Source: an optimization exercise on an open RTL-to-GDS flow (aim: small area, a short achievable clock period and few clock cycles per item). Production flows keep margins and buffers that such runs may drop.
The RTL was checked by simulation tests, not by an equivalence proof against the original design.
Power is estimated from default activity; no workload was simulated.

==> design/flow/design.v <==
package pdtp_pkg;
    localparam int          C_MAX_CODES = 16;
    localparam logic [3:0] C_CODE_SKIP       = 4'd0;
    localparam logic [3:0] C_CODE_YY         = 4'd1;
    localparam logic [3:0] C_CODE_YYYY       = 4'd2;
    localparam logic [3:0] C_CODE_MONTH_FLEX = 4'd3;
    localparam logic [3:0] C_CODE_MONTH      = 4'd4;
    localparam logic [3:0] C_CODE_DAY_FLEX   = 4'd5;
    localparam logic [3:0] C_CODE_DAY        = 4'd6;
    localparam logic [3:0] C_CODE_HOUR       = 4'd7;
    localparam logic [3:0] C_CODE_MINUTE     = 4'd8;
    localparam logic [3:0] C_CODE_SECOND     = 4'd9;
    localparam logic [0:0] C_REG_PATTERN_CODES  = 1'b0;
    localparam logic [0:0] C_REG_PATTERN_LENGTH = 1'b1;
    function automatic logic is_field(input logic [3:0] code);
        is_field = (code != 4'd0) && (code <= 4'd9);
    endfunction
    function automatic logic is_flex(input logic [3:0] code);
        is_flex = (code == C_CODE_MONTH_FLEX) || (code == C_CODE_DAY_FLEX);
    endfunction
endpackage
module pdtp_parse (
    input  logic        i_clk,
    input  logic        i_rst_n,
    input  logic        i_valid,
    input  logic        i_last,
    input  logic        i_dig,
    input  logic [3:0]  i_d,
    input  logic [63:0] i_codes,
    input  logic [4:0]  i_len,
    input  logic        i_out_stall,
    output logic        o_step,
    output logic        o_first,
    output logic        o_valid,
    output logic [50:0] o_data
);
    localparam logic [1:0] C_M_BAD = 2'd0;
    localparam logic [1:0] C_M_FEB = 2'd1;
    localparam logic [1:0] C_M_30  = 2'd2;
    localparam logic [1:0] C_M_31  = 2'd3;
    localparam logic [2:0] C_D_BAD = 3'd0;
    localparam logic [2:0] C_D_28  = 3'd1;    
    localparam logic [2:0] C_D_29  = 3'd2;
    localparam logic [2:0] C_D_30  = 3'd3;
    localparam logic [2:0] C_D_31  = 3'd4;
    logic [4:0]  r_idx;
    logic        r_act;          
    logic        r_ge1;          
    logic [3:0]  r_c0;           
    logic [1:0]  r_n;
    logic        r_bad, r_failed;
    logic [3:0]  r_a;            
    logic        r_fresh;        
    logic        r_clr;          
    logic        r_ov;           
    logic [13:0] r_year;
    logic        r_leap, r_ynz;
    logic [6:0]  r_month, r_day, r_hour, r_minute, r_second;
    logic [1:0]  r_mc;
    logic [2:0]  r_dc;
    logic        r_hok, r_mok, r_sok;
    logic        r_matched, r_valid;
    logic        zl, ld_y, ld_mon, ld_day, ld_hour, ld_min, ld_sec, ld_res;
    logic        exempt, fstep, k_base;
    logic [6:0]  t7;
    logic [3:0]  lo;
    logic        zero7;
    logic        step;
    logic [3:0]  c1, c2, cz;
    logic        act1, act2, actz;
    logic        run;
    logic        f0, flex0, y4, yy, isyear, f1, flex1;
    logic        badn, done_fx;
    logic        s_skip, s_fl0d, s_fl0n, s_fl1d, p2, s_fxd, s_fxm, adv1;
    logic        t2, t2f, t2b;
    logic [1:0]  n_n;
    logic        bad_n, failed_n;
    logic        wr7, wry, wrleap;
    logic        we_mon, we_day, we_hour, we_min, we_sec;
    logic [3:0]  hi;
    logic [6:0]  v7;
    logic [13:0] vy;
    logic [13:0] y_mac;
    logic        vleap, vynz;
    logic [1:0]  vmc;
    logic [2:0]  vdc;
    logic        vtok_h, vtok_m;
    logic        lo_zero, lo_div4;
    logic        matched;
    logic        day_ok, valid;
    logic [13:0] n_year;
    logic        n_leap, n_ynz;
    logic [6:0]  n_month, n_day, n_hour, n_minute, n_second;
    logic [1:0]  n_mc;
    logic [2:0]  n_dc;
    logic        n_hok, n_mok, n_sok;
    logic [15:0] fld;            
    logic [16:0] nf;             
    logic [95:0] ent;            
    logic [47:0] ent1, ent2, ent3;
    logic [5:0]  w0, w1, w2;
    logic [4:0]  idx_p1, idx_p2, idx_n;
    logic        ge_p2, ge_p3;
    function automatic logic [13:0] mul10_add(input logic [9:0] y, input logic [3:0] d);
        logic [13:0] a, b, c, s, cy, p, g, pp, gg, pn, gn;
        a  = {1'b0, y, 3'b000};
        b  = {3'b000, y, 1'b0};
        c  = {10'd0, d};
        s  = a ^ b ^ c;
        cy = {((a[12:0] & b[12:0]) | (a[12:0] & c[12:0]) | (b[12:0] & c[12:0])), 1'b0};
        p  = s ^ cy;
        g  = s & cy;
        pp = p;
        gg = g;
        for (int k = 1; k < 14; k = k * 2) begin
            pn = pp;
            gn = gg;
            for (int i = k; i < 14; i++) begin
                gn[i] = gg[i] | (pp[i] & gg[i - k]);
                pn[i] = pp[i] & pp[i - k];
            end
            pp = pn;
            gg = gn;
        end
        mul10_add = p ^ {gg[12:0], 1'b0};
    endfunction
    assign exempt = r_fresh && !i_last;
    assign step   = i_valid && (exempt || !r_ov);
    assign fstep  = step && !exempt;
    always_comb begin
        for (int i = 0; i < 16; i++)
            fld[i] = (5'(i) < i_len) && pdtp_pkg::is_field(i_codes[4*i +: 4]);
        nf[16] = 1'b1;
        for (int i = 15; i >= 0; i--)
            nf[i] = nf[i + 1] && !fld[i];
        for (int i = 0; i < 16; i++)
            ent[6*i +: 6] = {5'(i) < i_len, nf[i + 1], i_codes[4*i +: 4]};
        for (int k = 0; k < 8; k++) begin
            ent1[6*k +: 6] = ent[6*(2*k+1) +: 6];
            ent2[6*k +: 6] = (k < 7) ? ent[6*(2*k+2) +: 6] : 6'b010000;
            ent3[6*k +: 6] = (k < 7) ? ent[6*(2*k+3) +: 6] : 6'b010000;
        end
    end
    always_comb begin
        w0   = ent1[6*r_idx[3:1] +: 6];
        w1   = ent2[6*r_idx[3:1] +: 6];
        w2   = ent3[6*r_idx[3:1] +: 6];
        act1 = r_idx[0] ? w1[5] : w0[5];
        act2 = r_idx[0] ? w2[5] : w1[5];
        c1   = r_idx[0] ? w1[3:0] : w0[3:0];
        c2   = r_idx[0] ? w2[3:0] : w1[3:0];
        ge_p2 = r_idx[0] ? w1[4] : w0[4];
        ge_p3 = r_idx[0] ? w2[4] : w1[4];
        cz   = i_codes[3:0];
        actz   = i_len != 5'd0;
        idx_p1 = 5'(r_idx + 5'd1);
        idx_p2 = 5'(r_idx + 5'd2);
        run    = !r_failed && r_act;
        f0     = pdtp_pkg::is_field(r_c0);
        flex0  = pdtp_pkg::is_flex(r_c0);
        y4     = (r_c0 == pdtp_pkg::C_CODE_YYYY);
        yy     = (r_c0 == pdtp_pkg::C_CODE_YY);
        isyear = yy || y4;
        f1     = pdtp_pkg::is_field(c1);
        flex1  = pdtp_pkg::is_flex(c1);
        badn   = r_bad || !i_dig;
        done_fx = y4 ? (r_n == 2'd3) : (r_n == 2'd1);
        s_skip = run && !f0;                             
        s_fl0d = run && flex0 && !r_n[0] && i_dig;       
        s_fl0n = run && flex0 && !r_n[0] && !i_dig;      
        s_fl1d = run && flex0 && r_n[0] && i_dig;        
        p2     = run && flex0 && r_n[0] && !i_dig;       
        s_fxd  = run && f0 && !flex0 && done_fx;         
        s_fxm  = run && f0 && !flex0 && !done_fx;        
        adv1   = s_skip || s_fl1d || s_fxd;
        t2     = !act1 || !f1;
        t2f    = act1 && flex1;
        t2b    = act1 && f1 && !flex1;
        wr7    = (s_fl0d && i_last) || s_fl1d || p2 || (s_fxd && !isyear);
        wry    = run && isyear && (r_n != 2'd0);
        idx_n    = adv1 ? idx_p1 : p2 ? (t2 ? idx_p2 : idx_p1) : r_idx;
        n_n      = s_fl0d ? 2'd1 : (s_fl1d || s_fxd) ? 2'd0 :
                   s_fxm ? 2'(r_n + 2'd1) : p2 ? {1'b0, t2b} : r_n;
        bad_n    = s_fxd ? 1'b0 : s_fxm ? badn : p2 ? t2b : r_bad;
        failed_n = s_fl0n || (p2 && t2f) || r_failed;
        matched = !r_failed && r_ge1 &&
                  (!r_act || !f0 || (flex0 && (r_n[0] || i_dig)) || (!flex0 && done_fx));
        t7    = 7'(7'(i_d) + 7'(r_a) * 7'd10);
        lo    = p2 ? r_a : i_d;
        hi    = (p2 || s_fl0d) ? 4'd0 : r_a;
        zero7 = badn && !(p2 || s_fl0d);
        v7    = p2 ? 7'(r_a) : s_fl0d ? 7'(i_d) : badn ? 7'd0 : t7;
        y_mac = mul10_add(r_year[9:0], i_d);
        vy   = badn ? (yy ? 14'd1900 : 14'd0) :
               (r_n == 2'd1) ? (yy ? 14'(14'd1900 + 14'(t7)) : 14'(t7)) : y_mac;
        if (badn)
            vynz = yy;
        else if (r_n == 2'd1)
            vynz = yy || (r_a != 4'd0) || (i_d != 4'd0);
        else
            vynz = r_ynz || (i_d != 4'd0);
        lo_zero = (r_a == 4'd0) && (i_d == 4'd0);
        lo_div4 = !i_d[0] && (r_a[0] == i_d[1]);
        wrleap  = wry && ((y4 && r_n == 2'd1) || done_fx);
        vleap   = (y4 && r_n == 2'd1) ? lo_div4 :
                  (!badn && (lo_zero ? (y4 && r_leap) : lo_div4));
        vmc = C_M_BAD;
        vdc = C_D_BAD;
        if (!zero7) begin
            if (hi == 4'd0) begin
                case (lo)
                    4'd1, 4'd3, 4'd5, 4'd7, 4'd8: vmc = C_M_31;
                    4'd2:                         vmc = C_M_FEB;
                    4'd4, 4'd6, 4'd9:             vmc = C_M_30;
                    default:                      vmc = C_M_BAD;
                endcase
                vdc = (lo != 4'd0) ? C_D_28 : C_D_BAD;
            end else if (hi == 4'd1) begin
                vmc = (lo == 4'd0 || lo == 4'd2) ? C_M_31 :
                      (lo == 4'd1) ? C_M_30 : C_M_BAD;
                vdc = C_D_28;
            end else if (hi == 4'd2) begin
                vdc = (lo == 4'd9) ? C_D_29 : C_D_28;
            end else if (hi == 4'd3) begin
                vdc = (lo == 4'd0) ? C_D_30 : (lo == 4'd1) ? C_D_31 : C_D_BAD;
            end
        end
        vtok_h = zero7 || (hi < 4'd2) || (hi == 4'd2 && lo < 4'd4);
        vtok_m = zero7 || (hi < 4'd6);
        we_mon  = wr7 && (r_c0 == pdtp_pkg::C_CODE_MONTH_FLEX || r_c0 == pdtp_pkg::C_CODE_MONTH);
        we_day  = wr7 && (r_c0 == pdtp_pkg::C_CODE_DAY_FLEX   || r_c0 == pdtp_pkg::C_CODE_DAY);
        we_hour = wr7 && (r_c0 == pdtp_pkg::C_CODE_HOUR);
        we_min  = wr7 && (r_c0 == pdtp_pkg::C_CODE_MINUTE);
        we_sec  = wr7 && (r_c0 == pdtp_pkg::C_CODE_SECOND);
        n_year   = wry     ? vy     : (r_clr ? 14'd0 : r_year);
        n_ynz    = wry     ? vynz   : (!r_clr && r_ynz);
        n_leap   = wrleap  ? vleap  : (!r_clr && r_leap);
        n_month  = we_mon  ? v7     : (r_clr ? 7'd0 : r_month);
        n_mc     = we_mon  ? vmc    : (r_clr ? C_M_BAD : r_mc);
        n_day    = we_day  ? v7     : (r_clr ? 7'd0 : r_day);
        n_dc     = we_day  ? vdc    : (r_clr ? C_D_BAD : r_dc);
        n_hour   = we_hour ? v7     : (r_clr ? 7'd0 : r_hour);
        n_hok    = we_hour ? vtok_h : (r_clr || r_hok);
        n_minute = we_min  ? v7     : (r_clr ? 7'd0 : r_minute);
        n_mok    = we_min  ? vtok_m : (r_clr || r_mok);
        n_second = we_sec  ? v7     : (r_clr ? 7'd0 : r_second);
        n_sok    = we_sec  ? vtok_m : (r_clr || r_sok);
        day_ok = (n_dc == C_D_28) ||
                 (n_dc == C_D_29 && (n_mc != C_M_FEB || n_leap)) ||
                 (n_dc == C_D_30 && n_mc != C_M_FEB) ||
                 (n_dc == C_D_31 && n_mc == C_M_31);
        valid  = matched && n_ynz && (n_mc != C_M_BAD) && day_ok && n_hok && n_mok && n_sok;
        if (i_last && !matched) begin
            n_year   = 14'd0;
            n_month  = 7'd0;
            n_day    = 7'd0;
            n_hour   = 7'd0;
            n_minute = 7'd0;
            n_second = 7'd0;
        end
    end
    always_ff @(posedge i_clk) begin
        if (!i_rst_n) begin
            r_idx    <= '0;
            r_n      <= '0;
            r_bad    <= 1'b0;
            r_failed <= 1'b0;
            r_fresh  <= 1'b1;
            r_clr    <= 1'b1;
            r_ov     <= 1'b0;
        end else begin
            if (step) begin
                r_idx    <= i_last ? 5'd0 : idx_n;
                r_n      <= i_last ? 2'd0 : n_n;
                r_bad    <= i_last ? 1'b0 : bad_n;
                r_failed <= i_last ? 1'b0 : failed_n;
                r_fresh  <= i_last;
            end
            if (fstep)
                r_clr    <= i_last;
            r_ov <= (step && i_last) || (r_ov && i_out_stall);
        end
    end
    always_ff @(posedge i_clk) begin
        if (step) begin
            if (i_last) begin
                r_c0  <= cz;
                r_act <= actz;
                r_ge1 <= nf[1];
            end else if (adv1 || (p2 && !t2)) begin
                r_c0  <= c1;
                r_act <= act1;
                r_ge1 <= ge_p2;
            end else if (p2) begin
                r_c0  <= c2;
                r_act <= act2;
                r_ge1 <= ge_p3;
            end
        end else if (r_idx == 5'd0) begin
            r_c0  <= cz;
            r_act <= actz;
            r_ge1 <= nf[1];
        end
    end
    always_ff @(posedge i_clk) begin
        if (step)
            r_a      <= i_d;
        if (fstep) begin
            r_ynz    <= n_ynz;
            r_leap   <= n_leap;
            r_mc     <= n_mc;
            r_dc     <= n_dc;
            r_hok    <= n_hok;
            r_mok    <= n_mok;
            r_sok    <= n_sok;
        end
    end
    always_comb begin
        zl      = i_last && !matched;
        k_base  = !fstep || (!r_clr && !zl);
        ld_y    = fstep && wry && !zl;
        ld_mon  = fstep && we_mon && !zl;
        ld_day  = fstep && we_day && !zl;
        ld_hour = fstep && we_hour && !zl;
        ld_min  = fstep && we_min && !zl;
        ld_sec  = fstep && we_sec && !zl;
        ld_res  = step && i_last;
    end
    always_ff @(posedge i_clk) begin
        r_year    <= ({14{ld_y}}    & vy) | ({14{k_base && !(fstep && wry)}}    & r_year);
        r_month   <= ({7{ld_mon}}   & v7) | ({7{k_base && !(fstep && we_mon)}}  & r_month);
        r_day     <= ({7{ld_day}}   & v7) | ({7{k_base && !(fstep && we_day)}}  & r_day);
        r_hour    <= ({7{ld_hour}}  & v7) | ({7{k_base && !(fstep && we_hour)}} & r_hour);
        r_minute  <= ({7{ld_min}}   & v7) | ({7{k_base && !(fstep && we_min)}}  & r_minute);
        r_second  <= ({7{ld_sec}}   & v7) | ({7{k_base && !(fstep && we_sec)}}  & r_second);
        r_matched <= (ld_res && matched) | (!ld_res && r_matched);
        r_valid   <= (ld_res && valid)   | (!ld_res && r_valid);
    end
    assign o_step  = step;
    assign o_first = r_fresh;
    assign o_valid = r_ov;
    assign o_data  = {r_year, r_month, r_day, r_hour, r_minute, r_second, r_matched, r_valid};
endmodule
module pattern_date_time_parser_top (
    input  logic                i_clk,
    input  logic                i_rst_n,
    input  logic                i_in_valid,
    output logic                o_in_stall,
    input  logic [8:0]          i_in_data,
    output logic                o_out_valid,
    input  logic                i_out_stall,
    output logic [50:0]         o_out_data,
    input  logic                i_cfg_wr_en,
    input  logic [0:0]          i_cfg_index,
    input  logic [63:0]         i_cfg_wdata
);
    logic [63:0] r_codes;
    logic [4:0]  r_len;          
    logic        r_cz;           
    logic [4:0]  len;            
    logic        r_hv;           
    logic [5:0]  r_head;
    logic        r_stall;
    logic        hv_n, last_n, first_n, ov_n, first, ov;
    logic [5:0]  in_item;
    logic        in_dig;
    logic        step;
    logic        head_load;
    always_ff @(posedge i_clk) begin
        if (!i_rst_n) begin
            r_len <= '0;
            r_cz  <= 1'b1;
        end else if (i_cfg_wr_en) begin
            if (i_cfg_index == pdtp_pkg::C_REG_PATTERN_CODES)
                r_cz <= 1'b0;
            else
                r_len <= i_cfg_wdata[4] ? 5'd16 : {1'b0, i_cfg_wdata[3:0]};
        end
    end
    always_ff @(posedge i_clk) begin
        if (i_cfg_wr_en && i_cfg_index == pdtp_pkg::C_REG_PATTERN_CODES)
            r_codes <= i_cfg_wdata;
    end
    assign len = r_cz ? 5'd0 : r_len;
    assign in_dig  = (i_in_data[8:5] == 4'd3) && (i_in_data[4:1] <= 4'd9);
    assign in_item = {i_in_data[0], in_dig, i_in_data[4:1]};
    assign head_load  = !r_hv || step;
    assign o_in_stall = r_stall;
    always_comb begin
        hv_n    = head_load ? i_in_valid : r_hv;
        last_n  = head_load ? i_in_data[0] : r_head[5];
        first_n = step ? r_head[5] : first;
        ov_n    = (step && r_head[5]) || (ov && i_out_stall);
    end
    always_ff @(posedge i_clk) begin
        if (!i_rst_n) begin
            r_hv    <= 1'b0;
            r_stall <= 1'b0;
        end else begin
            r_hv    <= hv_n;
            r_stall <= hv_n && ov_n && !(first_n && !last_n);
        end
    end
    always_ff @(posedge i_clk) begin
        if (head_load)
            r_head <= in_item;
    end
    pdtp_parse u_parse (
        .i_clk       (i_clk),
        .i_rst_n     (i_rst_n),
        .i_valid     (r_hv),
        .i_last      (r_head[5]),
        .i_dig       (r_head[4]),
        .i_d         (r_head[3:0]),
        .i_codes     (r_codes),
        .i_len       (len),
        .i_out_stall (i_out_stall),
        .o_step      (step),
        .o_first     (first),
        .o_valid     (ov),
        .o_data      (o_out_data)
    );
    assign o_out_valid = ov;
endmodule
==> design/flow/flow/run.sh <==
#!/bin/bash
# Own layout flow: the standard ORFS flow (standard.sh), unchanged except
#  - port buffers use a small fast buffer cell (every port still gets one);
set -euo pipefail
export BUFFER_PORTS_ARGS="-buffer_cell sky130_fd_sc_hd__buf_2"
export SETUP_SLACK_MARGIN=7.3
bash standard.sh > standard.log 2>&1
==> design/flow/standard.sh <==
#!/bin/bash
# synth_recipe.tcl (not shown) runs the flow's synth.tcl, then flattens the netlist and writes it again
# the make line also repeats each setting of config.mk as NAME=value (left out here)
make -C /OpenROAD-flow-scripts/flow DESIGN_CONFIG=/design/flow/config.mk WORK_HOME=/design/flow/orfs CLKGATE_MAP_FILE= SYNTH_SCRIPT=/design/flow/synth_recipe.tcl "${@:-finish}"
==> design/flow/config.mk <==
export PLATFORM = sky130hd
export DESIGN_NAME = pattern_date_time_parser_top
export DESIGN_NICKNAME = pattern_date_time_parser_top
export VERILOG_FILES = /design/flow/design.v
export SDC_FILE = /design/flow/constraint.sdc
export NUM_CORES = 4
export LEC_CHECK = 0
export CAP_MARGIN = 20
export CORE_MARGIN = 2
export CORE_UTILIZATION = 40
export CTS_BUF_LIST = sky130_fd_sc_hd__clkbuf_8
export CTS_CLUSTER_SIZE = 30
export SLEW_MARGIN = 20
==> design/flow/constraint.sdc <==
create_clock -name core_clock -period 10.5 [get_ports {i_clk}]
set_input_delay 2.1000 -clock core_clock [delete_from_list [all_inputs] [get_ports {i_clk}]]
set_output_delay 2.1000 -clock core_clock [all_outputs]
set_load 0.01 [all_outputs]
==> reports/metrics.yaml, run 1 <==
status: "finished clean"
cap_violations: 0
criticalPathCategory: "reg2out"
synth_nets: 1029
synth-async-reset-ratio_pct: 0
p_leak_nw: 4.18
yosysWarnings: 2
core.rowCount: 55
drive_gt1_share_pct: 23.4
cts_made_buffers: 17
antenna_found_initial: 0
met1_length_um: 10800
dr.pass1.iters: 7
finalHoldViolCount: 0
crit_path_cell_trace: "buf_2"
io_pins: 132
max_freq_ghz: 0.319
vias: 7811
stdcell_count: 1360
die-area_mm2: 0.0246
endpoint_kind: "output pin"
whs_ns: 0.476
synth_area_mm2: 0.00935
finalWirelength_um: 25400
tns_ns: 0
grt_pass1_wl_um: 40200
grt_overflow: 0
cp_top_family: "flip-flops"
rsz0062_at_grt: "no"
synthFlopType: "edfxtp_1"
avgRoutedWirePerCell_um: 18.6
port_buffers: 131
hpwl_um: 18500
worst_pin_slew_ns: 0.955
fin_skew_ns: 0.0175
yosysSeqAreaShare_pct: 44.3
p_total_mw: 1.38
dpl_cell_area_mm2: 0.0102
cp_num_buf_inv: 1
design_area_mm2: 0.0108
wl_met2_um: 12600
cts_root_buffer: "clkbuf_8"
grt_max_degree: 66
synthToLayoutAreaGrowth_pct: 15.3
synth.avg_cell_area_um2: 10.2
synth_edf_count: 92
drc: 0
ys_seq_elements: 161
cts_tree: "done"
critPathRequiredTime_ns: 8.40
die_y_um: 157
grt_usage_pct: 20.8
n_antenna_cell: 0
cp.arrival_ns: 1.04
hp-class: "reg2reg"
wl_met3_um: 1240
first_iter_violations: 669
dp.cells: 1311
synth_cells: 914
finalSetupViolCount: 0
cts.sinks: 161
path_clk_slew_ns: 0.10
fin_crit_sh_pct: 29.9
initial_core_util_pct: 41.0
core-area_mm2: 0.0228
clockBufferDepth: 2
ys_types: 84
h-tree-depth: 4
grt_pass1_vias: 7582
cpPeakStageDelay_ns: 0.40
period_minus_slack_ns: 3.14
clkLatencyLatePin_ns: 0.48
fin_nets: 1149
start_kind: "flip-flop"
gp_congestion: 0.907
max_slew_margin_pct: 35.9
slew_viol_final: 0
top_layer_used: "met4"
peakVddDrop_uv: 96.8
antenna_left: 0
path_max_fanout: 4
power_density_mw_per_mm2: 128
cp_slowest_cell: "dfxtp_1"
die_w_um: 157
viasPerCell: 5.74
## cells in the mapped netlist, types with 13 or more instances
library cell  instances  area, um^2
ha_1                 32         400
o211ai_1             14         105
mux2i_1              25         250
o21ai_0              52         260
clkbuf_1             30         113
a21oi_1              53         265
dfxtp_1              69        1380
edfxtp_1             92        2760
nor2b_1              24         150
inv_1                31         116
nand4_1              13        81.3
nor2_1               58         218
nor4_1               16         100
a22o_1               43         377
nand2_1              57         214
nand3_1              22         110
or4_1                13        97.6
nor3_1               18        90.1
## registers in the layout, indices dropped and copies added (netlist names), 2 cells and up, named ones only
signal            flops
u_parse.r_day         7
u_parse.r_year       14
u_parse.r_second      7
u_parse.r_dc          3
u_parse.r_mc          2
u_parse.r_idx         5
r_codes              64
r_len                 5
u_parse.r_minute      7
u_parse.r_a           4
u_parse.r_hour        7
u_parse.r_month       7
u_parse.r_n           2
u_parse.r_c0          4
r_head                6
## placed cells by master, fill, tap and decap left out, types with 6 or more instances in the layout
master / n
a21o_1: 11
nor3_1: 18
dfxtp_1: 56
nand2_1: 57
o21a_1: 9
a22o_1: 43
xnor2_1: 9
buf_2: 132
o31ai_1: 7
edfxtp_1: 92
a31oi_1: 12
nor2_1: 55
o211ai_1: 14
o21ai_0: 52
ha_1: 31
or4_1: 13
nor2b_1: 22
mux2_2: 9
dfxtp_2: 12
a211oi_1: 9
a22oi_1: 9
xor2_1: 9
a21oi_1: 49
nand4_1: 13
clkbuf_8: 17
o2bb2ai_1: 6
buf_4: 19
nand2b_1: 11
mux2i_1: 25
mux4_2: 10
inv_1: 30
inv_6: 6
nor3b_1: 8
nand3_1: 22
nor4_1: 16
## per-stage QoR
stage,util [%],setup slack [ns]
after floorplan,-,6.99
after global placement,44.7,6.98
after detailed placement,44.7,6.89
after CTS,46.5,7.31
after global routing,47.3,7.28
final,47.3,7.36
## final timing paths
| check | end | slack, ns | startpoint | cells past startpoint |
|---|---|---|---|---|
| min | u_parse.r_year[13] | 0.48 | u_parse.r_year[13] | 1 |
| min reg2reg | u_parse.r_year[13] | 0.48 | u_parse.r_year[13] | 1 |
| max | o_out_data[45] | 7.36 | u_parse.r_year[8] | 1 |
| max reg2reg | flip-flop | 7.38 | u_parse.r_c0[0] | 8 |
## layer usage
layer	GRT usage, %	up-vias
li1	-	3806
met1	25.2	3680
met2	36.9	275
met3	3.58	50
met4	8.17	0
met5	0	-
## layout make-up
| cell class | count | area, um^2 |
|---|---|---|
| Fill cell | 2194 | 12000 |
| Timing Repair Buffer | 153 | 842 |
| Sequential cell | 161 | 4160 |
| Clock inverter | 15 | 158 |
| Multi-Input combinational cell | 668 | 4860 |
| Tap cell | 313 | 392 |
| Clock buffer | 17 | 234 |
| Inverter | 33 | 133 |
## cells by family (layout without fill, tap and decap cells)
| kind of cell | count (synthesis) | count (layout) | share of synthesized area (%) |
|---|---|---|---|
| compound gates | 289 | 289 | 21.8 |
| xor+xnor | 18 | 18 | 1.69 |
| fa+ha+maj | 36 | 36 | 5.14 |
| buf+inv | 85 | 218 | 4.07 |
| flops | 161 | 161 | 44.3 |
| mux | 50 | 50 | 7.09 |
| simple gates | 275 | 275 | 15.9 |
## power breakdown
part	total (mW)	internal [mW]	switching [mW]
sequential	0.728	0.696	0.0322
clock	0.477	0.199	0.278
combinational	0.179	0.0752	0.104
total	1.38	0.971	0.414
## what timing repair did
action,in CTS,in global routing
cloned,0,0
pin swaps,0,1
buffers inserted,1,15
resized for setup,8,21
setup endpoints to repair,22,63
hold endpoints to repair,0,0
hold buffers,0,0
Testbench counts, summed over its fixed seeds: cycles 233,181, chars 233,009.
==> run 2: changes to the inputs <==
--- a/design/flow/config.mk
+++ b/design/flow/config.mk
@@ -9,5 +9,5 @@
 export CORE_MARGIN = 2
 export CORE_UTILIZATION = 40
-export CTS_BUF_LIST = sky130_fd_sc_hd__clkbuf_8
+export CTS_BUF_LIST = sky130_fd_sc_hd__clkbuf_8 sky130_fd_sc_hd__clkbuf_16
 export CTS_CLUSTER_SIZE = 30
 export SLEW_MARGIN = 20
==> run 2 against run 1 <==
Largest power group unchanged. Sequential share of layout area is 0.64 points lower. Synthesized cell count stayed put. Routed wire length is 0.16% higher. Sequential cell count stayed put. Global-route usage hardly changed. Utilization is 0.67 points higher. Non-clock buffer count is 3 lower. Still clean on timing, DRC and antenna. Count of clock-buffer cells in the layout is 1 higher. Design area is 1.4% higher.
==> reports/metrics.yaml, run 2 <==
criticalPathCategory: "reg2out"
initial_core_util_pct: 41.0  # unchanged
synth_most_common_cell: "edfxtp_1"
clkLatencyLatePin_ns: 0.44  # -0.04 ns
crit_path_cell_trace: "buf_2"
cp.arrival_ns: 1.05  # about the same
die-area_mm2: 0.0246  # unchanged
synth_nets: 1029  # unchanged
synthToLayoutAreaGrowth_pct: 17.0
synth.avg_cell_area_um2: 10.2  # unchanged
largest_register_ffs: 64  # unchanged
n_antenna_cell: 0  # unchanged
status: "finished clean"
ys_types: 84  # unchanged
cts.sinks: 161  # unchanged
finalSetupViolCount: 0  # unchanged
whs_ns: 0.471  # -0.00555 ns
final_util_pct: 48.0  # +0.67 points
dp_slack_ns: 6.89  # unchanged
drc: 0  # unchanged
die_y_um: 157  # unchanged
cp_top_family: "flip-flops"
power_density_mw_per_mm2: 140  # +9.2%
synth_edf_count: 92  # unchanged
max_slew_margin_pct: 36.8  # +0.89 points
max_freq_ghz: 0.317  # -0.42%
first_iter_violations: 632  # -5.5%
grt_max_degree: 66  # unchanged
slew_viol_final: 0  # unchanged
port_buffers: 131  # unchanged
hpwl_um: 18500  # unchanged
rsz0062_at_grt: "yes"
viasPerCell: 5.75  # +0.17%
peakVddDrop_uv: 90.7  # -6.3%
dr.pass1.iters: 5  # -2
drive_gt1_share_pct: 22.3  # -1.1 points
finalWirelength_um: 25400  # +0.16%
cp_num_buf_inv: 1  # unchanged
antenna_found_initial: 0  # unchanged
path_clk_slew_ns: 0.07  # -0.03 ns
tns_ns: 0  # unchanged
die_w_um: 157  # unchanged
dp.cells: 1311  # unchanged
period_minus_slack_ns: 3.15  # +0.0131 ns
vias: 7807  # -0.051%
reg_top3: "r_codes: 64 flops, u_parse.r_year: 14 flops"
stdcell_count: 1357  # -0.22%
fill_cells: 2178  # -0.73%
synth-async-reset-ratio_pct: 0  # unchanged
synth_cells: 914  # unchanged
yosysWarnings: 2  # unchanged
grt_overflow: 0  # unchanged
cap_violations: 0  # unchanged
yosys.area.top_type_share_pct: 29.5  # unchanged
fin_nets: 1146  # -0.26%
final_common_cell: "buf_2"
worst_pin_slew_ns: 0.942  # -0.0132 ns
synth_area_mm2: 0.00935  # unchanged
gp_congestion: 0.907  # unchanged
synth_common_cells: "edfxtp_1, dfxtp_1, nor2_1, nand2_1, a21oi_1"
cts_made_buffers: 17  # unchanged
clockBufferDepth: 2  # unchanged
grt_usage_pct: 20.8  # about the same
p_leak_nw: 4.25  # +1.6%
yosysSeqAreaShare_pct: 44.3  # unchanged
critPathRequiredTime_ns: 8.40  # about the same
start_kind: "flip-flop"
core-area_mm2: 0.0228  # unchanged
max_flop_register: "r_codes"
synth_area_leader_cell: "edfxtp_1"
cts_tree: "done"
io_pins: 132  # unchanged
avgRoutedWirePerCell_um: 18.7  # +0.38%
hp-class: "reg2reg"
cpPeakStageDelay_ns: 0.44  # +0.04 ns
ys_seq_elements: 161  # unchanged
multiInputGateArea_mm2: 0.00486  # unchanged
fin_skew_ns: 0.0126  # -0.00499 ns
grt_pass1_wl_um: 40200  # +0.12%
grt_pass1_vias: 7616  # +0.45%
endpoint_kind: "output pin"
antenna_left: 0  # unchanged
h-tree-depth: 4  # unchanged
cp_slowest_cell: "dfxtp_1"
core.rowCount: 55  # unchanged
final_cell_mix: "buf_2, edfxtp_1, dfxtp_1, nand2_1, nor2_1"
ys_top_cells_by_area: "edfxtp_1, dfxtp_1, ha_1, a22o_1, a21oi_1"
cts_root_buffer: "clkbuf_16"
fin_ws_ns: 7.35  # -0.0131 ns
regArea_mm2: 0.00415  # -0.27%
path_max_fanout: 4  # unchanged
synthFlopType: "edfxtp_1"
finalHoldViolCount: 0  # unchanged
fin_crit_sh_pct: 30.0  # +0.13 points
[run 2: cell type report]
cell class | instances | area share, %
sequential | 161 | 38.0
tap | 313 | 3.58
multi-input combinational | 668 | 44.5
timing repair buffer | 150 | 7.49
clock inverter | 14 | 1.17
clock buffer | 18 | 4.12
inverter | 33 | 1.21
[run 2: through the flow]
| step | area (um^2) | power (mW) |
|---|---|---|
| finish | 10900 | 1.53 |
| global route | 10900 | 1.59 |
| detailed placement | 10200 | 0.909 |
| global placement | 10200 | 0.908 |
| CTS | 10800 | 1.53 |
| floorplan | 9360 | 0.852 |
[run 2: where the power goes]
part,switching [mW],internal (mW),leakage (nW)
clock network,0.299,0.329,0.288
logic,0.102,0.0733,2.54
registers,0.0340,0.696,1.43
total,0.434,1.10,4.25
[run 2: timing repair]
action	CTS	global route
hold buffers	0	0
setup endpoints to repair	18	57
hold endpoints to repair	0	0
pin swaps	0	1
resized for setup	4	16
buffers inserted	1	12
[run 2: kinds of logic after synthesis]
group | share of synthesized area (%)
flip-flops | 44.3
XOR/XNOR | 1.69
buffers and inverters | 4.07
adder cells (fa/ha/maj) | 5.14
AO/OA/AOI/OAI | 21.8
multiplexers | 7.09
AND/OR/NAND/NOR | 15.9
[run 2: per-layer routing]
metal / GRT usage, % / share of wire [%]
met5: 0 / 0
met4: 9.39 / 3.9
met3: 3.58 / 5.5
met2: 36.3 / 48
met1: 25.2 / 42
[run 2: worst paths after layout]
kind,slack [ns],startpoint,cells past startpoint,endpoint
hold / removal,0.47,u_parse.r_year[13],1,u_parse.r_year[13]
setup reg to reg,7.38,u_parse.r_c0[0],8,flip-flop
hold reg to reg,0.47,u_parse.r_year[13],1,u_parse.r_year[13]
setup / recovery,7.35,u_parse.r_year[2],1,o_out_data[39]
==> run 3: changes to the inputs <==
==> design/flow/flow/run.sh (replaced) <==
#!/bin/bash
# Own layout flow: the standard ORFS flow (standard.sh), unchanged except
#  - port buffers use a small fast buffer cell (every port still gets one);
set -euo pipefail
export BUFFER_PORTS_ARGS="-buffer_cell sky130_fd_sc_hd__buf_1"
export SETUP_SLACK_MARGIN=7.3
bash standard.sh > standard.log 2>&1
--- a/design/flow/config.mk
+++ b/design/flow/config.mk
@@ -9,5 +9,5 @@
 export CORE_MARGIN = 2
 export CORE_UTILIZATION = 40
-export CTS_BUF_LIST = sky130_fd_sc_hd__clkbuf_8 sky130_fd_sc_hd__clkbuf_16
+export CTS_BUF_LIST = sky130_fd_sc_hd__clkbuf_8
 export CTS_CLUSTER_SIZE = 30
 export SLEW_MARGIN = 20
==> run 3 against run 2 <==
Clock power fell by 21%. Highest routed layer unchanged. Still clean. Area after synthesis did not move. Die area did not move. Critical path type unchanged. Setup slack improved by 0.0090 ns. Sequential share of layout area rose by 1.2 points. Maximum frequency rose by 0.29%. Sequential cell count did not move.
==> reports/metrics.yaml, run 3 <==
status: "finished clean"
core-area_mm2: 0.0228  # unchanged
dr.pass1.iters: 6  # +1
reg2reg_depth: 8  # unchanged
synth_most_common_cell: "edfxtp_1"
fin_crit_sh_pct: 29.9  # -0.086 points
grt_overflow: 0  # unchanged
crit_path_cell_trace: "buf_1"
max_slew_margin_pct: 37.3  # +0.45 points
max_flop_register: "r_codes"
cts_tree: "done"
r2r_start: "u_parse.r_c0[3]"
die-area_mm2: 0.0246  # unchanged
period_minus_slack_ns: 3.14  # -0.00898 ns
synth_cells: 914  # unchanged
synthFlopType: "edfxtp_1"
reg_top3: "r_codes: 64 flops, u_parse.r_year: 14 flops"
endpoint_kind: "output pin"
slew_viol_final: 0  # unchanged
yosys.area.top_type_share_pct: 29.5  # unchanged
finalWirelength_um: 25000  # -1.7%
grt_max_degree: 66  # unchanged
die_w_um: 157  # unchanged
fin_nets: 1145  # -0.087%
synth_common_cells: "edfxtp_1, dfxtp_1, nor2_1, nand2_1, a21oi_1"
ys_types: 84  # unchanged
gp_congestion: 0.959  # +5.7%
n_antenna_cell: 0  # unchanged
hp-class: "reg2reg"
criticalPathCategory: "reg2out"
holdPathStages: 1  # unchanged
antenna_found_initial: 0  # unchanged
first_iter_violations: 713  # +13%
grt_pass1_vias: 7452  # -2.2%
cp_top_family: "flip-flops"
vias: 7836  # +0.37%
cp_slowest_cell: "dfxtp_2"
p_leak_nw: 3.75  # -12%
peakVddDrop_uv: 78.7  # -13%
rsz0062_at_grt: "yes"
power_density_mw_per_mm2: 131  # -6.5%
grt_usage_pct: 20.3  # -0.52 points
synthToLayoutAreaGrowth_pct: 13.9
drc: 0  # unchanged
synth.avg_cell_area_um2: 10.2  # unchanged
rrSetupSlack_ns: 7.46  # +0.08 ns
synth_edf_count: 92  # unchanged
port_buffers: 131  # unchanged
cpPeakStageDelay_ns: 0.41  # -0.03 ns
min_to: "u_parse.r_year[13]"
path_clk_slew_ns: 0.11  # +0.04 ns
initial_core_util_pct: 41.0  # unchanged
start_kind: "flip-flop"
max_freq_ghz: 0.318  # +0.29%
path_max_fanout: 4  # unchanged
cts.sinks: 161  # unchanged
fill_cells: 2185  # +0.32%
cap_violations: 0  # unchanged
worst_pin_slew_ns: 0.935  # -0.00673 ns
final_common_cell: "buf_1"
avgRoutedWirePerCell_um: 18.4  # -1.7%
ys_seq_elements: 161  # unchanged
clkLatencyLatePin_ns: 0.47  # +0.03 ns
finalHoldViolCount: 0  # unchanged
ys_top_cells_by_area: "edfxtp_1, dfxtp_1, ha_1, a22o_1, a21oi_1"
whs_ns: 0.481  # +0.0103 ns
cts_made_buffers: 17  # unchanged
synth-async-reset-ratio_pct: 0  # unchanged
critPathRequiredTime_ns: 8.40  # about the same
min-delay-start: "u_parse.r_year[13]"
finalSetupViolCount: 0  # unchanged
viasPerCell: 5.78  # +0.45%
yosysSeqAreaShare_pct: 44.3  # unchanged
largest_register_ffs: 64  # unchanged
cp.arrival_ns: 1.04  # about the same
core.rowCount: 55  # unchanged
fin_skew_ns: 0.0234  # +0.0108 ns
final_cell_mix: "buf_1, edfxtp_1, nor2_1, nand2_1, dfxtp_1"
synth_area_leader_cell: "edfxtp_1"
tns_ns: 0  # unchanged
die_y_um: 157  # unchanged
cp_num_buf_inv: 1  # unchanged
antenna_left: 0  # unchanged
synth_area_mm2: 0.00935  # unchanged
clockBufferDepth: 2  # unchanged
ctsHoldBuffers: 0  # unchanged
h-tree-depth: 4  # unchanged
synth_nets: 1029  # unchanged
io_pins: 132  # unchanged
yosysWarnings: 2  # unchanged
cts_root_buffer: "clkbuf_8"
drive_gt1_share_pct: 10.6  # -12 points
hpwl_um: 18200  # -1.5%
grt_pass1_wl_um: 39200  # -2.4%
## run 3: how the worst max path moves through the flow
stage | startpoint | end | slack, ns | cells past startpoint
after floorplan | i_cfg_wr_en | r_codes[0] | 6.99 | 1
after global placement | i_rst_n | r_stall | 7.01 | 4
after detailed placement | u_parse.r_idx[1] | u_parse.r_c0[2] | 6.96 | 7
after CTS | u_parse.r_year[6] | o_out_data[43] | 7.30 | 1
after global routing | r_head[3] | u_parse.r_year[12] | 7.29 | 11
final | u_parse.r_year[0] | o_out_data[37] | 7.36 | 1
## run 3: cell families after synthesis
logic type	Yosys count	synth area share [%]
DFF	161	44.3
and+or+nand+nor	275	15.9
adders and majority gates	36	5.14
AOI/OAI and AO/OA	289	21.8
muxes	50	7.09
xor gates and xnor gates	18	1.69
buffers and inverters	85	4.07
## run 3: area by class of cell
class,instances,area [um^2],area share [%]
sequential,161,4170,39.1
multi-input combinational,668,4880,45.8
timing repair buffer,149,664,6.24
clock inverter,15,184,1.73
inverter,33,130,1.22
tap,313,392,3.68
clock buffer,17,234,2.20
## run 3: per-layer routing
metal	wire length, um	GRT usage [%]	share of wire [%]	vias to the layer above
met3	1290	4.30	5.2	63
met1	10500	25.1	42	3712
met2	12300	34.5	49	277
li1	-	-	-	3784
met5	0	0	0	-
met4	917	8.52	3.7	0
## run 3: where the power goes
| group | leakage, nW | total, mW | switching, mW | internal (mW) |
|---|---|---|---|---|
| combinational | 2.10 | 0.174 | 0.104 | 0.0699 |
| clock | 0.222 | 0.495 | 0.263 | 0.232 |
| sequential | 1.43 | 0.728 | 0.0319 | 0.696 |
## run 3: per-stage QoR
step	cells	utilization (%)	setup WS (ns)	power, mW	instance area (um^2)
6_report	1356	46.7	7.36	1.40	10600
5_1_grt	1356	46.7	7.29	1.46	10600
4_1_cts	1343	45.9	7.30	1.40	10500
3_5_place_dp	1310	44.0	6.96	0.905	10000
3_3_place_gp	1310	44.0	7.01	0.904	10000
2_1_floorplan	914	-	6.99	0.852	9360
## run 3: what timing repair did
action | CTS | global route
endpoints found under the hold margin | 0 | 0
gates cloned | 0 | 0
setup endpoints to repair | 22 | 65
setup buffers | 1 | 13
pin swaps | 0 | 3
gates resized for setup | 11 | 20
==> run 4: changes to the inputs <==
--- a/design/flow/flow/run.sh
+++ b/design/flow/flow/run.sh
@@ -4,4 +4,4 @@
 set -euo pipefail
 export BUFFER_PORTS_ARGS="-buffer_cell sky130_fd_sc_hd__buf_1"
-export SETUP_SLACK_MARGIN=7.3
+export SETUP_SLACK_MARGIN=7.5
 bash standard.sh > standard.log 2>&1
--- a/design/flow/config.mk
+++ b/design/flow/config.mk
@@ -6,4 +6,5 @@
 export NUM_CORES = 4
 export LEC_CHECK = 0
+export ABC_AREA = 1
 export CAP_MARGIN = 20
 export CORE_MARGIN = 2
==> run 4 against run 3 <==
Still clean on timing, DRC and antenna. Combinational power increased by 13%. Worst hold slack got worse by 0.019 ns. Count of clock-buffer cells in the layout increased by 1. Area after synthesis decreased by 2.4%. Largest cell class unchanged.
==> reports/metrics.yaml, run 4 <==
max_flop_register: "r_codes"
ys_top_cells_by_area: "edfxtp_1, dfxtp_1, nand2_1, inv_1, ha_1"
largest_register_ffs: 64  # unchanged
criticalPathCategory: "reg2out"
synth_common_cells: "nand2_1, inv_1, nor2_1, edfxtp_1, o21ai_0"
clkLatencyLatePin_ns: 0.47  # about the same
first_iter_violations: 506  # -29%
cp.arrival_ns: 1.00  # -0.04 ns
synth_edf_count: 92  # unchanged
synth_area_leader_cell: "edfxtp_1"
reg_top3: "r_codes: 64 flops, u_parse.r_year: 14 flops"
cts_tree: "done"
cp_slowest_cell: "edfxtp_1"
port_buffers: 131  # unchanged
synth_cells: 1125  # +23%
synth_area_mm2: 0.00913  # -2.4%
cts_made_buffers: 17  # unchanged
synth_top_family_by_area: "simple AND/OR/NAND/NOR gates"
initial_core_util_pct: 40.6  # -0.48 points
finalHoldViolCount: 0  # unchanged
antenna_found_initial: 0  # unchanged
yosys.area_share.simple_pct: 22.5  # +6.7 points
drive_gt1_share_pct: 18.2  # +7.6 points
clockBufferDepth: 2  # unchanged
final_cell_mix: "nand2_1, inv_1, nor2_1, edfxtp_1, buf_1"
cts.sinks: 161  # unchanged
yosys.area_share.adder_pct: 5.26  # +0.12 points
yosysSeqAreaShare_pct: 45.4  # +1.1 points
max_slew_margin_pct: 48.1  # +11 points
avgRoutedWirePerCell_um: 15.6  # -15%
grt_overflow: 0  # unchanged
synthToLayoutAreaGrowth_pct: 22.1
path_clk_slew_ns: 0.11  # about the same
finalWirelength_um: 24700  # -1.1%
path_max_fanout: 1  # -3
p_total_mw: 1.39  # -0.69%
synth.avg_cell_area_um2: 8.12  # -21%
final_common_cell: "nand2_1"
synth_compound_area_share_pct: 17.1  # -4.7 points
cp_num_buf_inv: 1  # unchanged
critPathRequiredTime_ns: 8.40  # about the same
power_density_mw_per_mm2: 124  # -5.2%
start_kind: "flip-flop"
design_area_mm2: 0.0111  # +4.7%
n_antenna_cell: 0  # unchanged
hp-class: "reg2reg"
peakVddDrop_uv: 73.7  # -6.3%
fill_cells: 2167  # -0.82%
synth_most_common_cell: "nand2_1"
yosys.area.top_type_share_pct: 30.3  # +0.71 points
ctsHoldBuffers: 0  # unchanged
finalSetupViolCount: 0  # unchanged
grt_pass1_wl_um: 40000  # +2.1%
cp_top_family: "flip-flops"
synth-async-reset-ratio_pct: 0  # unchanged
grt_max_degree: 66  # unchanged
max_freq_ghz: 0.323  # +1.5%
die-area_mm2: 0.0240  # -2.3%
dpl_cell_area_mm2: 0.00989  # -1.3%
fin_skew_ns: 0.0162  # -0.00716 ns
synth_mux_area_share_pct: 0  # -7.1 points
synth_xor_area_share_pct: 1.53  # -0.15 points
fin_crit_sh_pct: 29.5  # -0.45 points
synthFlopType: "edfxtp_1"
endpoint_kind: "output pin"
tns_ns: 0  # unchanged
slew_viol_final: 0  # unchanged
worst_pin_slew_ns: 0.776  # -0.159 ns
cap_violations: 0  # unchanged
period_minus_slack_ns: 3.10  # -0.0470 ns
ys_types: 58  # -31%
h-tree-depth: 4  # unchanged
p_leak_nw: 4.60  # +23%
io_pins: 132  # unchanged
rsz0062_at_grt: "yes"
hpwl_um: 18000  # -0.99%
yosysWarnings: 2  # unchanged
fin_nets: 1402  # +22%
cpPeakStageDelay_ns: 0.39  # -0.02 ns
viasPerCell: 5.23  # -9.5%
crit_path_cell_trace: "clkbuf_2"
cts_root_buffer: "clkbuf_8"
synth_nets: 1240  # +21%
grt_usage_pct: 20.9  # +0.58 points
vias: 8289  # +5.8%
die_w_um: 155  # -1.2%
grt_pass1_vias: 7875  # +5.7%
core-area_mm2: 0.0225  # -1.2%
core.rowCount: 55  # unchanged
dr.pass1.iters: 5  # -1
die_y_um: 155  # -1.2%
status: "finished clean"
gp_congestion: 0.918  # -4.2%
drc: 0  # unchanged
antenna_left: 0  # unchanged
ys_seq_elements: 161  # unchanged
run 4: cell count changes in the layout (fill, tap and decap cells not counted), moves of 42 or more:
cell     change
nand2_1    +167
inv_1      +114
buf_6       +51
nor2_1      +42
buf_1       -52
nand3_1     +46
run 4: logic make-up (layout without fill, tap and decap cells):
| family | count (synthesis) | after routing |
|---|---|---|
| buffers and inverters | 189 | 364 |
| AND/OR/NAND/NOR | 463 | 463 |
| flip-flops | 161 | 161 |
| AO/OA/AOI/OAI | 260 | 260 |
| adder cells (fa/ha/maj) | 36 | 36 |
| XOR/XNOR | 16 | 16 |
run 4: timing repair:
action	4_1_cts	5_1_grt
pin swaps	2	5
gates resized for setup	167	33
endpoints found under the setup margin	143	113
cloned	0	1
buffers inserted	22	11
run 4: metrics by stage:
step	setup slack, ns	hold WS, ns	util (%)	cells
floorplan	7.01	0.444	-	1125
CTS	7.37	0.466	48.7	1572
global route	7.34	0.489	49.5	1585
global placement	6.96	0.437	44.0	1518
finish	7.40	0.462	49.5	1585
detailed placement	6.94	0.443	44.0	1518
run 4: layout make-up:
cell class | instances | area [um^2] | area share, %
multi-input cells | 775 | 4290 | 38.5
flip-flops and latches | 161 | 4220 | 37.8
repair buffers | 170 | 1220 | 11.0
inverters | 162 | 652 | 5.85
well taps | 285 | 357 | 3.20
clock buffers | 18 | 248 | 2.22
clock inverters | 14 | 158 | 1.41
run 4: report_power, final:
| group | switching, mW | internal (mW) | total [mW] |
|---|---|---|---|
| Combinational | 0.130 | 0.0665 | 0.196 |
| Clock | 0.281 | 0.187 | 0.469 |
| Sequential | 0.0244 | 0.697 | 0.722 |
run 4: final timing paths:
kind | to | startpoint | slack [ns] | depth (start not counted)
min reg2reg | u_parse.r_year[13] | u_parse.r_year[13] | 0.46 | 2
max reg2reg | u_parse.r_year[10] | u_parse.r_year[2] | 7.57 | 17
max | o_out_data[0] | flip-flop | 7.40 | 1
min | u_parse.r_year[13] | u_parse.r_year[13] | 0.46 | 2
run 4: metal layers:
layer / track usage [%] / vias to the layer above / part of all wire [%]
li1: - / 4188 / -
met1: 25.0 / 3806 / 41
met2: 37.7 / 246 / 52
met3: 3.51 / 49 / 4.2
met4: 7.85 / 0 / 3.0
met5: 0 / - / 0
==> run 5: changes to the inputs <==
--- a/design/flow/flow/run.sh
+++ b/design/flow/flow/run.sh
@@ -4,4 +4,4 @@
 set -euo pipefail
 export BUFFER_PORTS_ARGS="-buffer_cell sky130_fd_sc_hd__buf_1"
-export SETUP_SLACK_MARGIN=7.5
+export SETUP_SLACK_MARGIN=7.1
 bash standard.sh > standard.log 2>&1
==> run 5 against run 4 <==
Still clean. Sequential share of layout area up 2.3 points. Sequential power about the same. Clock skew down 0.00094 ns. Global-route usage down 0.70 points. Design area down 7.4%. Utilization down 3.7 points. Worst hold slack worse by 0.0014 ns. Synthesized cell count unchanged. Register-to-register slack worse by 0.14 ns. Critical path type unchanged. Critical endpoint is now o_out_data[43]. Largest power group unchanged.
==> reports/metrics.yaml, run 5 <==
vias: 8147  # -1.7%
ys_types: 58  # unchanged
path_depth: 1  # unchanged
reg2reg_depth: 18  # +1
yosysSeqAreaShare_pct: 45.4  # unchanged
die_y_um: 155  # unchanged
synth_common_cells: "nand2_1, inv_1, nor2_1, edfxtp_1, o21ai_0"
yosys.area.top_type_share_pct: 30.3  # unchanged
final_common_cell: "nand2_1"
core-area_mm2: 0.0225  # unchanged
criticalPathCategory: "reg2out"
critPathLaunch: "u_parse.r_year[6]"
ys_seq_elements: 161  # unchanged
cp_slowest_cell: "dfxtp_1"
cts_made_buffers: 17  # unchanged
design_area_mm2: 0.0103  # -7.4%
rsz0062_at_grt: "no"
n_antenna_cell: 0  # unchanged
first_iter_violations: 557  # +10%
whs_ns: 0.461  # -0.00136 ns
synth.avg_cell_area_um2: 8.12  # unchanged
port_buffers: 131  # unchanged
cap_violations: 0  # unchanged
cts.sinks: 161  # unchanged
antenna_left: 0  # unchanged
drc: 0  # unchanged
synth-async-reset-ratio_pct: 0  # unchanged
synth_area_leader_cell: "edfxtp_1"
rrSetupSlack_ns: 7.43  # -0.14 ns
finalHoldViolCount: 0  # unchanged
tns_ns: 0  # unchanged
grt_pass1_wl_um: 38500  # -3.8%
p_leak_nw: 4.12  # -10%
die-area_mm2: 0.0240  # unchanged
critPathRequiredTime_ns: 8.40  # about the same
grt_pass1_vias: 7663  # -2.7%
clockBufferDepth: 2  # unchanged
fin_nets: 1367  # -2.5%
cts_tree: "done"
fin_crit_sh_pct: 30.6  # +1.1 points
yosysWarnings: 2  # unchanged
avgRoutedWirePerCell_um: 15.4  # -0.90%
cp_top_family: "flip-flops"
hp-class: "reg2reg"
r2r_start: "u_parse.r_idx[1]"
grt_usage_pct: 20.2  # -0.70 points
grt_overflow: 0  # unchanged
reg_top3: "r_codes: 64 flops, u_parse.r_year: 14 flops"
largest_register_ffs: 64  # unchanged
max_flop_register: "r_codes"
finalSetupViolCount: 0  # unchanged
status: "finished clean"
p_sw_mw: 0.409  # -6.1%
peakVddDrop_uv: 84.3  # +14%
final_cell_mix: "nand2_1, inv_1, buf_1, nor2_1, edfxtp_1"
core.rowCount: 55  # unchanged
dpl_cell_area_mm2: 0.00989  # unchanged
pwr-share-clk_pct: 34.4  # +0.6 points
drive_gt1_share_pct: 6.32  # -12 points
finalWirelength_um: 23900  # -3.1%
internal_power_mw: 0.977  # +2.7%
start_kind: "flip-flop"
worst_pin_slew_ns: 1.03  # +0.254 ns
grt_max_degree: 66  # unchanged
viasPerCell: 5.26  # +0.51%
max_freq_ghz: 0.311  # -3.6%
io_pins: 132  # unchanged
holdPathStages: 2  # unchanged
slew_viol_final: 0  # unchanged
r2r_end: "u_parse.r_c0[1]"
pwr-share-seq_pct: 52.1  # about the same
synth_cells: 1125  # unchanged
fin_skew_ns: 0.0153  # -0.000942 ns
crit_path_cell_trace: "buf_1"
switching_share_pct: 29.5  # -1.9 points
ctsHoldBuffers: 0  # unchanged
synthFlopType: "edfxtp_1"
synth_edf_count: 92  # unchanged
path_clk_slew_ns: 0.10  # about the same
p_total_mw: 1.39  # about the same
synth_area_mm2: 0.00913  # unchanged
cts_root_buffer: "clkbuf_8"
synthToLayoutAreaGrowth_pct: 13.0
h-tree-depth: 4  # unchanged
cpPeakStageDelay_ns: 0.45  # +0.06 ns
period_minus_slack_ns: 3.21  # +0.115 ns
hpwl_um: 18300  # +1.4%
max_slew_margin_pct: 31.1  # -17 points
power_density_mw_per_mm2: 134  # +8.0%
die_w_um: 155  # unchanged
cp_num_buf_inv: 1  # unchanged
comb_power_share_pct: 13.4  # -0.8 points
antenna_found_initial: 0  # unchanged
endpoint: "o_out_data[43]"
path_max_fanout: 4  # +3
initial_core_util_pct: 40.6  # unchanged
synth_nets: 1240  # unchanged
clkLatencyLatePin_ns: 0.48  # about the same
endpoint_kind: "output pin"
gp_congestion: 0.923  # +0.56%
dr.pass1.iters: 6  # +1
ys_top_cells_by_area: "edfxtp_1, dfxtp_1, nand2_1, inv_1, ha_1"
cp.arrival_ns: 1.11  # +0.11 ns
synth_most_common_cell: "nand2_1"
==> run 5: cell counts after synthesis <==
No cell type changed its count.
==> run 5: what timing repair did <==
item	CTS	global route
buffers inserted	0	0
setup endpoints to repair	2	6
resized for setup	1	6
cloned	0	0
pin swaps	0	0
==> run 5: cells by family (layout without fill, tap and decap cells) <==
kind of cell | count (synthesis) | count (layout) | synth area share, %
and+or+nand+nor | 463 | 463 | 22.5
AOI/OAI and AO/OA | 260 | 260 | 17.1
buffers and inverters | 189 | 329 | 8.15
DFF | 161 | 161 | 45.4
adders and majority gates | 36 | 36 | 5.26
xor gates and xnor gates | 16 | 16 | 1.53
==> run 5: how the worst min path moves through the flow <==
| stage | from | end | slack [ns] |
|---|---|---|---|
| 2_1_floorplan | u_parse.r_bad | u_parse.r_bad | 0.44 |
| 3_3_place_gp | u_parse.r_year[13] | u_parse.r_year[13] | 0.44 |
| 3_5_place_dp | u_parse.r_year[11] | u_parse.r_year[11] | 0.44 |
| 4_1_cts | u_parse.r_year[10] | u_parse.r_year[10] | 0.47 |
| 5_1_grt | u_parse.r_second[0] | u_parse.r_second[0] | 0.49 |
| 6_report | u_parse.r_year[13] | u_parse.r_year[13] | 0.46 |
==> run 5: stage by stage <==
stage / instances / setup slack [ns] / utilization, %
6_report: 1550 / 7.29 / 45.9
5_1_grt: 1550 / 7.10 / 45.9
4_1_cts: 1550 / 7.22 / 45.8
3_5_place_dp: 1518 / 6.95 / 44.0
3_3_place_gp: 1518 / 6.97 / 44.0
2_1_floorplan: 1125 / 7.01 / -
==> run 5: layout make-up <==
cell class                      count  area, um^2
Clock buffer                       17         234
Clock inverter                     15         174
Fill cell                        2288       12200
Inverter                          162         626
Multi-Input combinational cell    775        4260
Sequential cell                   161        4140
Tap cell                          285         357
Timing Repair Buffer              135         529
==> run 5: power by group through the flow <==
| stage | registers [mW] | clock network (mW) | logic (mW) |
|---|---|---|---|
| after floorplan | 0.728 | 0 | 0.133 |
| after global placement | 0.737 | 0 | 0.183 |
| after detailed placement | 0.737 | 0 | 0.184 |
| after CTS | 0.722 | 0.491 | 0.185 |
| after global routing | 0.726 | 0.518 | 0.212 |
| final | 0.723 | 0.477 | 0.186 |
==> run 5: metal layers <==
layer,vias to the layer above,global-route usage [%],part of all wire (%),routed length (um)
li1,4128,-,-,-
met1,3710,23.7,41,9920
met2,257,36.4,51,12200
met3,52,3.82,4.8,1160
met4,0,8.02,2.9,690
met5,-,0,0,0
==> run 6: changes to the inputs <==
--- a/design/flow/flow/run.sh
+++ b/design/flow/flow/run.sh
@@ -4,4 +4,4 @@
 set -euo pipefail
 export BUFFER_PORTS_ARGS="-buffer_cell sky130_fd_sc_hd__buf_1"
-export SETUP_SLACK_MARGIN=7.1
+export SETUP_SLACK_MARGIN=7.4
 bash standard.sh > standard.log 2>&1
==> run 6 against run 5 <==
Still clean. Die area is the same. Area after synthesis did not move. Sequential cell count stayed put. Non-clock buffer count up 22. Global-route usage is 0.36 points higher. Worst hold slack worse by 0.0061 ns. Synthesized cell count did not move. First-iteration DRC count down 16%. Routed wire length is 1.3% higher. Power shrank 0.34%. Sequential share of layout area fell by 0.90 points. Register-to-register slack better by 0.15 ns. Largest cell class unchanged. Largest power group unchanged.
==> reports/metrics.yaml, run 6 <==
ys_top_cells_by_area: "edfxtp_1, dfxtp_1, nand2_1, inv_1, ha_1"
fin_ws_ns: 7.40  # +0.116 ns
criticalPathCategory: "reg2out"
cp_slowest_cell: "edfxtp_1"
grt_usage_pct: 20.6  # +0.36 points
core.rowCount: 55  # unchanged
drive_gt1_share_pct: 14.6  # +8.3 points
tns_ns: 0  # unchanged
grt_pass1_wl_um: 39400  # +2.2%
synth_area_leader_cell: "edfxtp_1"
dr.pass1.iters: 7  # +1
ctsHoldBuffers: 0  # unchanged
cp.arrival_ns: 1.00  # -0.11 ns
synth_top_family_by_area: "simple AND/OR/NAND/NOR gates"
stdcell_count: 1572  # +1.4%
rsz0062_at_grt: "yes"
yosysWarnings: 2  # unchanged
cp_top_family: "flip-flops"
worst_pin_slew_ns: 0.812  # -0.218 ns
gp_congestion: 0.918  # -0.55%
synth.avg_cell_area_um2: 8.12  # unchanged
cts_made_buffers: 17  # unchanged
synth_xor_area_share_pct: 1.53  # unchanged
cpPeakStageDelay_ns: 0.39  # -0.06 ns
cts_root_buffer: "clkbuf_8"
antenna_left: 0  # unchanged
h-tree-depth: 4  # unchanged
largest_register_ffs: 64  # unchanged
finalWirelength_um: 24200  # +1.3%
drc: 0  # unchanged
synth_mux_area_share_pct: 0  # unchanged
final_common_cell: "nand2_1"
regArea_mm2: 0.00420  # +1.2%
peakVddDrop_uv: 72.9  # -13%
cts_tree: "done"
clkLatencyLatePin_ns: 0.47  # about the same
viasPerCell: 5.22  # -0.65%
yosysSeqAreaShare_pct: 45.4  # unchanged
start_kind: "flip-flop"
path_clk_slew_ns: 0.11  # about the same
crit_path_cell_trace: "clkbuf_2"
endpoint_kind: "output pin"
dpl_cell_area_mm2: 0.00989  # unchanged
switching_share_pct: 31.3  # +1.8 points
cap_violations: 0  # unchanged
synth_edf_count: 92  # unchanged
hpwl_um: 18000  # -1.3%
avgRoutedWirePerCell_um: 15.4  # -0.14%
fin_skew_ns: 0.0162  # +0.000891 ns
ys_types: 58  # unchanged
cp_num_buf_inv: 1  # unchanged
antenna_found_initial: 0  # unchanged
p_sw_mw: 0.433  # +5.8%
finalSetupViolCount: 0  # unchanged
first_iter_violations: 470  # -16%
synth_area_mm2: 0.00913  # unchanged
grt_overflow: 0  # unchanged
port_buffers: 131  # unchanged
period_minus_slack_ns: 3.10  # -0.116 ns
yosys.area_share.simple_pct: 22.5  # unchanged
whs_ns: 0.455  # -0.00605 ns
synthFlopType: "edfxtp_1"
io_pins: 132  # unchanged
pwr-share-seq_pct: 52.2  # about the same
power_density_mw_per_mm2: 129  # -3.8%
max_flop_register: "r_codes"
finalHoldViolCount: 0  # unchanged
path_max_fanout: 1  # -3
die-area_mm2: 0.0240  # unchanged
internal_power_mw: 0.949  # -2.9%
core-area_mm2: 0.0225  # unchanged
max_slew_margin_pct: 45.3  # +14 points
yosys.area_share.adder_pct: 5.26  # unchanged
critPathRequiredTime_ns: 8.40  # about the same
synth_common_cells: "nand2_1, inv_1, nor2_1, edfxtp_1, o21ai_0"
fill_cells: 2232  # -2.4%
synth-async-reset-ratio_pct: 0  # unchanged
hp-class: "reg2reg"
max_freq_ghz: 0.323  # +3.7%
initial_core_util_pct: 40.6  # unchanged
synthToLayoutAreaGrowth_pct: 17.1
grt_max_degree: 66  # unchanged
fin_nets: 1389  # +1.6%
clockBufferDepth: 2  # unchanged
n_antenna_cell: 0  # unchanged
status: "finished clean"
synth_compound_area_share_pct: 17.1  # unchanged
slew_viol_final: 0  # unchanged
dp.cells: 1518  # unchanged
vias: 8209  # +0.76%
final_cell_mix: "nand2_1, inv_1, nor2_1, edfxtp_1, buf_1"
die_y_um: 155  # unchanged
reg_top3: "r_codes: 64 flops, u_parse.r_year: 14 flops"
die_w_um: 155  # unchanged
fin_crit_sh_pct: 29.5  # -1.1 points
synth_cells: 1125  # unchanged
cts.sinks: 161  # unchanged
design_area_mm2: 0.0107  # +3.6%
synth_nets: 1240  # unchanged
comb_power_share_pct: 14.0  # +0.6 points
ys_seq_elements: 161  # unchanged
yosys.area.top_type_share_pct: 30.3  # unchanged
synth_most_common_cell: "nand2_1"
grt_pass1_vias: 7742  # +1.0%
pwr-share-clk_pct: 33.8  # -0.6 points
dp_slack_ns: 6.94  # -0.00856 ns
multiInputGateArea_mm2: 0.00427  # +0.35%
p_leak_nw: 4.44  # +7.8%
## run 6: power groups by stage
stage          sequential, mW  combinational [mW]  clock, mW
3_3_place_gp            0.737               0.183          0
6_report                0.721               0.194      0.467
4_1_cts                 0.722               0.186      0.481
2_1_floorplan           0.728               0.133          0
5_1_grt                 0.725               0.221      0.506
3_5_place_dp            0.737               0.184          0
## run 6: cell type report
class                   count  area share (%)
clock inverters            14            1.48
clock buffers              18            2.32
inverters                 162            6.06
flip-flops and latches    161            39.3
multi-input cells         775            40.0
repair buffers            157            7.59
well taps                 285            3.34
## run 6: stage by stage
stage                     total power, mW  utilization, %
after detailed placement            0.921            44.0
after floorplan                     0.861               -
after global routing                 1.45            47.5
after global placement              0.920            44.0
after CTS                            1.39            46.2
final                                1.38            47.5
## run 6: timing repair
item / 4_1_cts / 5_1_grt
setup endpoints to repair: 29 / 148
setup buffers: 7 / 13
resized for setup: 37 / 78
pin swaps: 0 / 9
cloned: 0 / 1
## run 6: per-layer routing
layer	GRT usage, %	part of all wire, %
met1	24.8	41
met2	36.8	51
met3	3.62	4.8
met4	7.41	3.0
met5	0	0
## run 6: final timing paths
kind / from / to / slack [ns] / cells after the start
worst min-delay path: u_parse.r_year[13] / u_parse.r_year[13] / 0.45 / 2
worst min register to register: u_parse.r_year[13] / u_parse.r_year[13] / 0.45 / 2
worst max register to register: u_parse.r_year[2] / u_parse.r_year[10] / 7.58 / 17
worst max-delay path: flip-flop / o_out_data[0] / 7.40 / 1
## run 6: kinds of logic after synthesis
group           after synthesis
simple gates                463
compound gates              260
buf+inv                     189
flops                       161
fa+ha+maj                    36
xor+xnor                     16
## run 6: worst reg2reg max path: stages (launching register included)
cell and delay, ns:
dfxtp_4 0.37, buf_4 0.14, fa_1 0.56, inv_1 0.06
fa_2 0.35, nor2_2 0.11, o21ai_1 0.07, nand2_1 0.11
a21oi_1 0.08, o21bai_1 0.20, nand2_1 0.08, nand2_1 0.06
nand2_1 0.06, nand2_1 0.07, xor2_1 0.19, a21oi_1 0.09
o21ai_1 0.16, nand2_1 0.06

## afterwards: timing with drivers on the ports
How much do the figures lean on ideal ports? The routed layouts below were timed once more, with nothing changed but the port constraints.
Step 1 assumes that a clkbuf_16 drives the clock port and a buf_2 every other input.
Step 2 moves the port delays by t, midway between the first and last clock arrival at a register: inputs arrive t later, outputs are due t later. That takes back most of the time a late clock gives input paths.
Slacks: ideal / step 1 / step 2; pairs: ideal / step 1.
| run | t (ns) | setup slack, ns | cell pins on the clock port's net |
|---|---|---|---|
| run 1 | 0.518 | 7.361 / 7.318 / 7.139 | 1 |
| run 2 | 0.482 | 7.348 / 7.304 / 7.143 | 1 |
| run 3 | 0.495 | 7.357 / 7.321 / 7.093 | 1 |
| run 4 | 0.504 | 7.404 / 7.366 / 7.108 | 1 |
| run 5 | 0.514 | 7.289 / 7.249 / 6.967 | 1 |
| run 6 | 0.502 | 7.404 / 7.367 / 7.110 | 1 |
After both steps setup and hold are still met in every run listed. For run 5, which loses most, drivers alone change the setup slack by -0.040 ns; drivers and shift together by -0.322 ns.
